This design comes from an exercise in tuning for small area, a short achievable clock period and few clock cycles per item on the open sky130 flow, not from production work. The RTL was checked by simulation tests, not by an equivalence proof against the original design. No activity file was given, so power comes from the tool's default toggle rates. The clock port is modelled as an ideal driver; clocking choices that lean on that would not hold on a real chip.

Setup of 02-02:
## binary_neighborhood_count_3x3
module binary_neighborhood_count_3x3 (
  input  logic        clk_i,
  input  logic        rst_ni,
  input  logic        in_valid_i,
  output logic        in_stall_o,
  input  logic        pixel_i,
  output logic        out_valid_o,
  input  logic        out_stall_i,
  output logic [3:0]  count_o,
  output logic [9:0]  row_o,
  output logic [9:0]  column_o,
  output logic        run_end_o,
  output logic        image_end_o,
  input  logic        cfg_valid_i,
  output logic        cfg_ready_o,
  input  logic [1:0]  cfg_index_i,
  input  logic [10:0] cfg_data_i
);
  localparam int RES_UP_PREV   = 0;   
  localparam int RES_UP_CUR    = 1;   
  localparam int RES_LAST_PREV = 2;   
  localparam int RES_LAST_CUR  = 3;   
  function automatic logic [9:0] inc10(input logic [9:0] x);
    for (int i = 0; i < 10; i++) begin
      inc10[i] = x[i] ^ (&(x | ~((10'd1 << i) - 10'd1)));
    end
  endfunction
  function automatic logic [9:0] dec10(input logic [9:0] x);
    for (int i = 0; i < 10; i++) begin
      dec10[i] = x[i] ^ ~(|(x & ((10'd1 << i) - 10'd1)));
    end
  endfunction
  function automatic logic gt10(input logic [9:0] a, input logic [9:0] b);
    logic e;
    gt10 = 1'b0;
    e    = 1'b1;
    for (int i = 9; i >= 0; i--) begin
      gt10 = gt10 | (e & a[i] & ~b[i]);
      e    = e & ~(a[i] ^ b[i]);
    end
  endfunction
  function automatic logic [1:0] s3(input logic [2:0] v);
    s3 = {1'b0, v[2]} + {1'b0, v[1]} + {1'b0, v[0]};
  endfunction
  ...
Size: ~2,300 flip-flops, ~48 I/O pins, ~0.056 sq mm of cells after synthesis.
==> flow/config.mk <==
export PLATFORM = sky130hd
export DESIGN_NAME = binary_neighborhood_count_3x3
export DESIGN_NICKNAME = binary_neighborhood_count_3x3
export VERILOG_FILES = /design/flow/design.v
export SDC_FILE = /design/flow/constraint.sdc
export NUM_CORES = 4
export LEC_CHECK = 0
export CAP_MARGIN = 20
export CORE_MARGIN = 2
export CORE_UTILIZATION = 60
export CTS_CLUSTER_DIAMETER = 100
export CTS_CLUSTER_SIZE = 25
export PLACE_DENSITY = 0.7
export SETUP_SLACK_MARGIN = 4.8
export SLEW_MARGIN = 20
export TNS_END_PERCENT = 10
==> flow/constraint.sdc <==
create_clock -name core_clock -period 7.0 [get_ports {clk_i}]
set_input_delay 1.4000 -clock core_clock [delete_from_list [all_inputs] [get_ports {clk_i}]]
set_output_delay 1.4000 -clock core_clock [all_outputs]
set_load 0.01 [all_outputs]
standard.sh (not shown) runs the stock make flow with config.mk's settings and CLKGATE_MAP_FILE= SYNTH_SCRIPT=/design/flow/synth_recipe.tcl, a recipe that flattens the netlist after the stock synthesis.
==> flow/flow/run.sh <==
#!/bin/bash
export CTS_ARGS="-sink_clustering_enable -repair_clock_nets -sink_clustering_size 25 -sink_clustering_max_diameter 100 -dont_use_dummy_load"
export BUFFER_PORTS_ARGS="-buffer_cell sky130_fd_sc_hd__buf_2"
bash standard.sh > standard.log 2>&1
Testbench counts of 02-02, summed over its fixed seeds: cycles 279,125, items 253,450.
### 02-02 -> 12-04
==> flow/run.sh (new file) <==
#!/bin/bash
# synth_recipe.tcl (not shown) runs the flow's synth.tcl, then flattens the netlist and writes it again
# the make line also repeats each setting of config.mk as NAME=value (left out here)
make -C /OpenROAD-flow-scripts/flow DESIGN_CONFIG=/design/flow/config.mk WORK_HOME=/design/flow/orfs CLKGATE_MAP_FILE= SYNTH_SCRIPT=/design/flow/synth_recipe.tcl finish
removed: flow/flow/run.sh
removed: flow/standard.sh
Findings:
From 12-04 to 02-02, synthesized cell count did not move at all.
Summary of 12-04 over 02-02: diode insertion count for antenna repair about even, headroom to the max-slew limit rose 0.32 points.

========
binary_neighborhood_count_3x3, a different RTL version from the one above (not shown whole).
Size: roughly 3500 cells after synthesis, roughly 2200 flip-flops, roughly 48 I/O pins, roughly 0.075 mm^2 of cells after synthesis.
Settings: LEC_CHECK=0, CAP_MARGIN=20, CORE_MARGIN=2, CORE_UTILIZATION=60, CTS_CLUSTER_DIAMETER=100, CTS_CLUSTER_SIZE=30, PLACE_DENSITY=0.7, SETUP_SLACK_MARGIN=3.5, SLEW_MARGIN=20, TNS_END_PERCENT=10; clock period 7.0 ns.
run.sh (not shown) runs the stock make flow with config.mk's settings and CLKGATE_MAP_FILE= SYNTH_SCRIPT=/design/flow/synth_recipe.tcl, a recipe that flattens the netlist after the stock synthesis.
Stock flow here: none of the scripts above is used.
Testbench counts at the start, summed over its fixed seeds: cycles 271,126, items 253,450.
Change:
- CTS_BUF_LIST: unset -> sky130_fd_sc_hd__clkbuf_4 sky130_fd_sc_hd__clkbuf_8
- CTS_CLUSTER_DIAMETER: 100 -> unset
- CTS_CLUSTER_SIZE: 30 -> unset
What happened:
- total power went up by 14%
- count of clock-buffer cells in the layout went up by 374
- area after synthesis does not change
- global-route usage went up by 1.1 points
- clock power went up by 74%
- worst hold slack got worse by 120 ps
- die area is unchanged
Change:
- CTS_BUF_LIST: sky130_fd_sc_hd__clkbuf_4 sky130_fd_sc_hd__clkbuf_8 -> unset
What happened: Wire length climbs by 1.3%; final cell count is lower by 4.0%; setup slack is worse by 6.2 ps; hold slack improves by 97 ps; clock skew came out lower by 33 ps; design area shrinks by 0.34%; area after synthesis does not change; non-clock buffer count falls by 16; synthesized cell count does not change; via count goes down by 1.6%; count of clock-buffer cells in the layout went down by 222.

========
run a:
Another version of the RTL of binary_neighborhood_count_3x3 (not shown whole).
Size in the first run: about 2300 flip-flops, about 48 I/O pins.
export LEC_CHECK = 0
export CAP_MARGIN = 20
export CORE_MARGIN = 2
export CORE_UTILIZATION = 60
export CTS_CLUSTER_DIAMETER = 100
export CTS_CLUSTER_SIZE = 30
export PLACE_DENSITY = 0.7
export SETUP_SLACK_MARGIN = 4.0
export SLEW_MARGIN = 20
export TNS_END_PERCENT = 10
create_clock -name core_clock -period 7.0 [get_ports {clk_i}]
standard.sh (not shown) runs the stock make flow with config.mk's settings and CLKGATE_MAP_FILE= SYNTH_SCRIPT=/design/flow/synth_recipe.tcl, a recipe that flattens the netlist after the stock synthesis.
==> flow/flow/run.sh <==
#!/bin/bash
cp standard.sh standard_sh.log
cp config.mk config_mk.log
export CTS_ARGS="-sink_clustering_enable -repair_clock_nets -sink_clustering_size 30 -sink_clustering_max_diameter 100 -dont_use_dummy_load"
export BUFFER_PORTS_ARGS="-buffer_cell sky130_fd_sc_hd__buf_2"
bash standard.sh > standard.log 2>&1
Run a ran to completion and came out clean on the timing, DRC and antenna checks.
Testbench counts of run a, summed over its fixed seeds: cycles 271,222, items 253,450.
#### Input delta (run b over run a)
==> flow/run.sh (new file) <==
#!/bin/bash
# synth_recipe.tcl (not shown) runs the flow's synth.tcl, then flattens the netlist and writes it again
# the make line also repeats each setting of config.mk as NAME=value (left out here)
make -C /OpenROAD-flow-scripts/flow DESIGN_CONFIG=/design/flow/config.mk WORK_HOME=/design/flow/orfs CLKGATE_MAP_FILE= SYNTH_SCRIPT=/design/flow/synth_recipe.tcl finish
removed: flow/flow/run.sh
removed: flow/standard.sh
## What came out
Every run (run b and run a) finished clean.
Run b vs run a: sequential share of layout area down
For clock-buffer cell count, dividing the value from run a by the value from run b gives 0.869.
Floorplan row count: run b vs run a identical
Going from run a to run b, path length in cells of the critical path shrinks by 10.
Run b ended with less global-route track usage on met1 than run a.
[compare] base=run a new=run b: utilization grew by 0.66 points; logic gate share of total power held steady; biggest cell delay along the critical path grew by 0.11 ns.

========
Another version of the RTL of binary_neighborhood_count_3x3 (not shown whole).
Size: about 3600 cells after synthesis, ~2300 flip-flops, roughly 48 I/O pins.
Settings: LEC_CHECK=0, CAP_MARGIN=20, CORE_MARGIN=2, CORE_UTILIZATION=60, CTS_CLUSTER_DIAMETER=100, CTS_CLUSTER_SIZE=25, PLACE_DENSITY=0.7, SETUP_SLACK_MARGIN=4.4, SLEW_MARGIN=20, TNS_END_PERCENT=10; clock period 7.0 ns.
run.sh (not shown) runs the stock make flow with config.mk's settings and CLKGATE_MAP_FILE= SYNTH_SCRIPT=/design/flow/synth_recipe.tcl, a recipe that flattens the netlist after the stock synthesis.
Stock flow here: none of the scripts above is used.
Testbench counts at the start, summed over its fixed seeds: cycles 279,125, items 253,450.
Change:
SETUP_SLACK_MARGIN = 4.8   (was 4.4)
Sequential share of layout area decreases by 1.1 points.
Via count came out higher by 0.71%.
Utilization rises by 0.94 points.
Design area rises by 1.4%.
Power increases by 2.2%.
Non-clock buffer count went up by 47.
Change:
SETUP_SLACK_MARGIN = 4.2   (was 4.8)
Effect: Core utilization drops by 1.3 points. Fmax falls by a little under a tenth. Final area falls slightly.
Change:
==> flow/flow/run.sh (new file) <==
#!/bin/bash
export CTS_ARGS="-sink_clustering_enable -repair_clock_nets -sink_clustering_size 25 -sink_clustering_max_diameter 100 -dont_use_dummy_load"
export BUFFER_PORTS_ARGS="-buffer_cell sky130_fd_sc_hd__buf_2"
bash standard.sh > standard.log 2>&1
==> flow/standard.sh (new file) <==
#!/bin/bash
# synth_recipe.tcl (not shown) runs the flow's synth.tcl, then flattens the netlist and writes it again
# the make line also repeats each setting of config.mk as NAME=value (left out here)
make -C /OpenROAD-flow-scripts/flow DESIGN_CONFIG=/design/flow/config.mk WORK_HOME=/design/flow/orfs CLKGATE_MAP_FILE= SYNTH_SCRIPT=/design/flow/synth_recipe.tcl "${@:-finish}"
SETUP_SLACK_MARGIN = 4.8   (was 4.2)
removed: flow/run.sh
Total power grows by 2.3%.
Register-to-register slack gets better by 0.26 ns.
First-iteration DRC count grows by 2.8%.
Core utilization grows by 0.91 points.
Sequential cell count does not change.
Design area grows by 1.4%.
Change:
==> flow/flow/run.sh (replaced) <==
#!/bin/bash
export BUFFER_PORTS_ARGS="-buffer_cell sky130_fd_sc_hd__buf_2"
bash standard.sh > standard.log 2>&1
What happened: The changed run finished clean. Core utilization hardly moves. Routed wire length came out lower by 1.1%. Worst setup slack gets worse by 0.036 ns. Synthesized cell count stays the same. Sequential share of layout area stays flat. Area after synthesis is unchanged. Clock skew came out lower by 0.019 ns. Flip-flop and latch count does not change.

========
binary_neighborhood_count_3x3 with an RTL version that a note above also has.
Size: about 3,600 cells after synthesis, about 2,300 flip-flops, ~48 I/O pins, ~0.077 mm^2 of cells after synthesis.
Settings: LEC_CHECK=0, CAP_MARGIN=20, CORE_MARGIN=2, CORE_UTILIZATION=60, CTS_CLUSTER_DIAMETER=100, CTS_CLUSTER_SIZE=30, PLACE_DENSITY=0.7, SETUP_SLACK_MARGIN=4.5, SLEW_MARGIN=20, TNS_END_PERCENT=10; clock period 7.0 ns.
Stock flow here: none of the scripts above is used.
Testbench counts at the start, summed over its fixed seeds: cycles 271,222, items 253,450.
Then changed:
==> flow/flow/run.sh (new file) <==
#!/bin/bash
cp standard.sh standard_sh.log
cp config.mk config_mk.log
export CTS_ARGS="-sink_clustering_enable -repair_clock_nets -sink_clustering_size 30 -sink_clustering_max_diameter 100 -dont_use_dummy_load"
export BUFFER_PORTS_ARGS="-buffer_cell sky130_fd_sc_hd__buf_2"
bash standard.sh > standard.log 2>&1
==> flow/standard.sh (new file) <==
#!/bin/bash
# synth_recipe.tcl (not shown) runs the flow's synth.tcl, then flattens the netlist and writes it again
# the make line also repeats each setting of config.mk as NAME=value (left out here)
make -C /OpenROAD-flow-scripts/flow DESIGN_CONFIG=/design/flow/config.mk WORK_HOME=/design/flow/orfs CLKGATE_MAP_FILE= SYNTH_SCRIPT=/design/flow/synth_recipe.tcl "${@:-finish}"
removed: flow/run.sh
What happened: The changed run completed without violations; fmax grows by 1.4%; via count is about the same; total power is about the same.

========
north:
binary_neighborhood_count_3x3, a different RTL version from the one above (not shown whole).
For scale: ~3600 cells after synthesis, ~2300 flip-flops, ~48 I/O pins.
clock: 7.0 ns
lec_check: 0
cap_margin: 20
core_margin: 2
core_utilization: 70
cts_cluster_diameter: 100
cts_cluster_size: 25
place_density: 0.8
setup_slack_margin: 4.8
slew_margin: 20
tns_end_percent: 10
Stock flow here: none of the scripts above is used.
north finished every step from synthesis to the final layout, and the layout passed the timing, DRC and antenna checks.
Testbench counts of north, summed over its fixed seeds: cycles 279,125, items 253,450.
For south, these inputs were changed with respect to north:
- PLACE_DENSITY changed from 0.8 to 0.65
- CORE_UTILIZATION changed from 70 to 50
Findings:
When south is set beside north, its critical path depth turns out to be 5 smaller. Register-to-register slack in south is 0.04 ns higher than in north. Setup slack: south < north. [diff] worst vdd rail ir drop, south relative to north: improvement. Clock power delta for south relative to north: 4.1% lower. [diff] minimum clock period, south relative to north: regression. south vs north — sequential power share rose 1.5 points.
## Diff of input files: east against south
- PLACE_DENSITY: 0.65 -> 0.7
- CORE_UTILIZATION: 50 -> 60
## What came out
east vs south, highest signal layer in the routed design: met5 vs met4
Delta (east minus south): detail-routed via count per cell climbed 6.2%; final period demand of the worst path moved down; amount of wire on met2 after detailed routing went up by 1800 µm.

========
== main ==
Another version of the RTL of binary_neighborhood_count_3x3 (not shown whole).
Size in the first run: about 3600 cells after synthesis, about 2300 flip-flops, ~48 I/O pins, roughly 77000 um2 of cells after synthesis.
clock: 7.0 ns
lec_check: 0
cap_margin: 20
core_margin: 2
core_utilization: 60
cts_cluster_diameter: 100
cts_cluster_size: 30
place_density: 0.7
setup_slack_margin: 5.0
slew_margin: 20
tns_end_percent: 10
Testbench counts of main, summed over its fixed seeds: cycles 271,222, items 253,450.
The following lists how the feature branch was set up differently from main:
Settings: SETUP_SLACK_MARGIN: 5.0 -> 4.5.
==> flow/flow/run.sh (new file) <==
#!/bin/bash
cp standard.sh standard_sh.log
cp config.mk config_mk.log
export CTS_ARGS="-sink_clustering_enable -repair_clock_nets -sink_clustering_size 30 -sink_clustering_max_diameter 100 -dont_use_dummy_load"
export BUFFER_PORTS_ARGS="-buffer_cell sky130_fd_sc_hd__buf_2"
bash standard.sh > standard.log 2>&1
==> flow/standard.sh (new file) <==
#!/bin/bash
# synth_recipe.tcl (not shown) runs the flow's synth.tcl, then flattens the netlist and writes it again
# the make line also repeats each setting of config.mk as NAME=value (left out here)
make -C /OpenROAD-flow-scripts/flow DESIGN_CONFIG=/design/flow/config.mk WORK_HOME=/design/flow/orfs CLKGATE_MAP_FILE= SYNTH_SCRIPT=/design/flow/synth_recipe.tcl "${@:-finish}"
removed: flow/run.sh
## What came out
Global-route usage was higher in main than in the feature branch.
Sequential cell area essentially unchanged between the feature branch and main.
Delta (the feature branch minus main): cell area saw a decrease; cell depth of the worst setup path saw a decrease.

========
binary_neighborhood_count_3x3, a different RTL version from the one above (not shown whole).
For scale: ~3,600 cells after synthesis, about 48 I/O pins, roughly 0.056 mm^2 of cells after synthesis.
Settings: LEC_CHECK=0, CAP_MARGIN=20, CORE_MARGIN=2, CORE_UTILIZATION=60, CTS_CLUSTER_DIAMETER=100, CTS_CLUSTER_SIZE=30, PLACE_DENSITY=0.7, SETUP_SLACK_MARGIN=4.8, SLEW_MARGIN=20, TNS_END_PERCENT=10; clock period 7.0 ns.
Stock flow here: none of the scripts above is used.
Testbench counts at the start, summed over its fixed seeds: cycles 279,125, items 253,450.
==> next run, changes <==
- CTS_CLUSTER_SIZE: 30 -> 25
Synthesized area does not change.
First-iteration DRC count climbs by 0.50%.
Clock power went up by 6.6%.
Combinational power went up by about 2%.
Final cell count grows by 0.42%.
Count of clock-buffer cells in the layout climbs by 17.
Final area goes up by 0.46%.
Maximum frequency decreases by 1.2%.
Die area does not change.
Utilization goes up by 0.31 points.

## separate check: timing with driven ports
The results above use ideal ports. As a check the final layouts listed here were re-extracted and re-timed, cells and wires unchanged. Step 1 (the two cells are an assumption about what drives the block):
set clk [get_ports {clk_i}]
set_driving_cell -lib_cell sky130_fd_sc_hd__clkbuf_16 $clk
set_driving_cell -lib_cell sky130_fd_sc_hd__buf_2 [delete_from_list [all_inputs] $clk]
Step 2, shift: input delay + t, output delay - t, t = (earliest + latest rising clock arrival at the registers) / 2. This alone moves slack from input paths to output paths. Three values: ideal ports, drivers, drivers and shift; two values: the first two.
| run | t, ns | slack for setup (ns) | worst setup path after step 2 |
|---|---|---|---|
| 02-02 | 0.711 | 4.236 / 4.236 / 3.830 | input to register |
| 12-04 | 0.746 | 4.297 / 4.297 / 3.738 | input to register |
| the first run of note 2 | 0.784 | 3.353 / 3.353 / 2.985 | input to register |
| the second run of note 2 | 1.032 | 3.357 / 3.357 / 2.450 | input to register |
| the third run of note 2 | 0.881 | 3.351 / 3.351 / 2.541 | input to register |
| run a | 0.769 | 3.991 / 4.031 / 3.274 | input to register |
| run b | 0.782 | 3.976 / 3.902 / 3.441 | input to register |
| the first run of note 4 | 0.738 | 4.149 / 4.087 / 3.567 | input to register |
| the second run of note 4 | 0.754 | 4.269 / 4.201 / 3.724 | input to register |
| the third run of note 4 | 0.757 | 4.049 / 3.982 / 3.351 | input to register |
| the fourth run of note 4 | 0.739 | 4.306 / 4.242 / 3.886 | input to register |
| the fifth run of note 4 | 0.756 | 4.270 / 4.207 / 3.858 | input to register |
| the first run of note 5 | 0.776 | 4.221 / 4.219 / 3.512 | input to register |
| the second run of note 5 | 0.760 | 4.259 / 4.255 / 3.604 | input to register |
| north | 0.758 | 4.219 / 4.150 / 3.503 | input to register |
| south | 0.762 | 4.211 / 4.143 / 3.511 | input to register |
| east | 0.752 | 4.221 / 4.153 / 3.534 | input to register |
| main | 0.789 | 4.198 / 4.176 / 3.434 | input to register |
| the feature branch | 0.770 | 4.206 / 4.206 / 3.511 | input to register |
| the first run of note 8 | 0.735 | 4.280 / 4.214 / 3.765 | input to register |
| the second run of note 8 | 0.748 | 4.248 / 4.190 / 3.727 | input to register |
After both steps setup and hold are still met in every run listed. For the second run of note 2, which loses most, drivers alone change the setup slack by 0.000 ns; drivers and shift together by -0.907 ns.
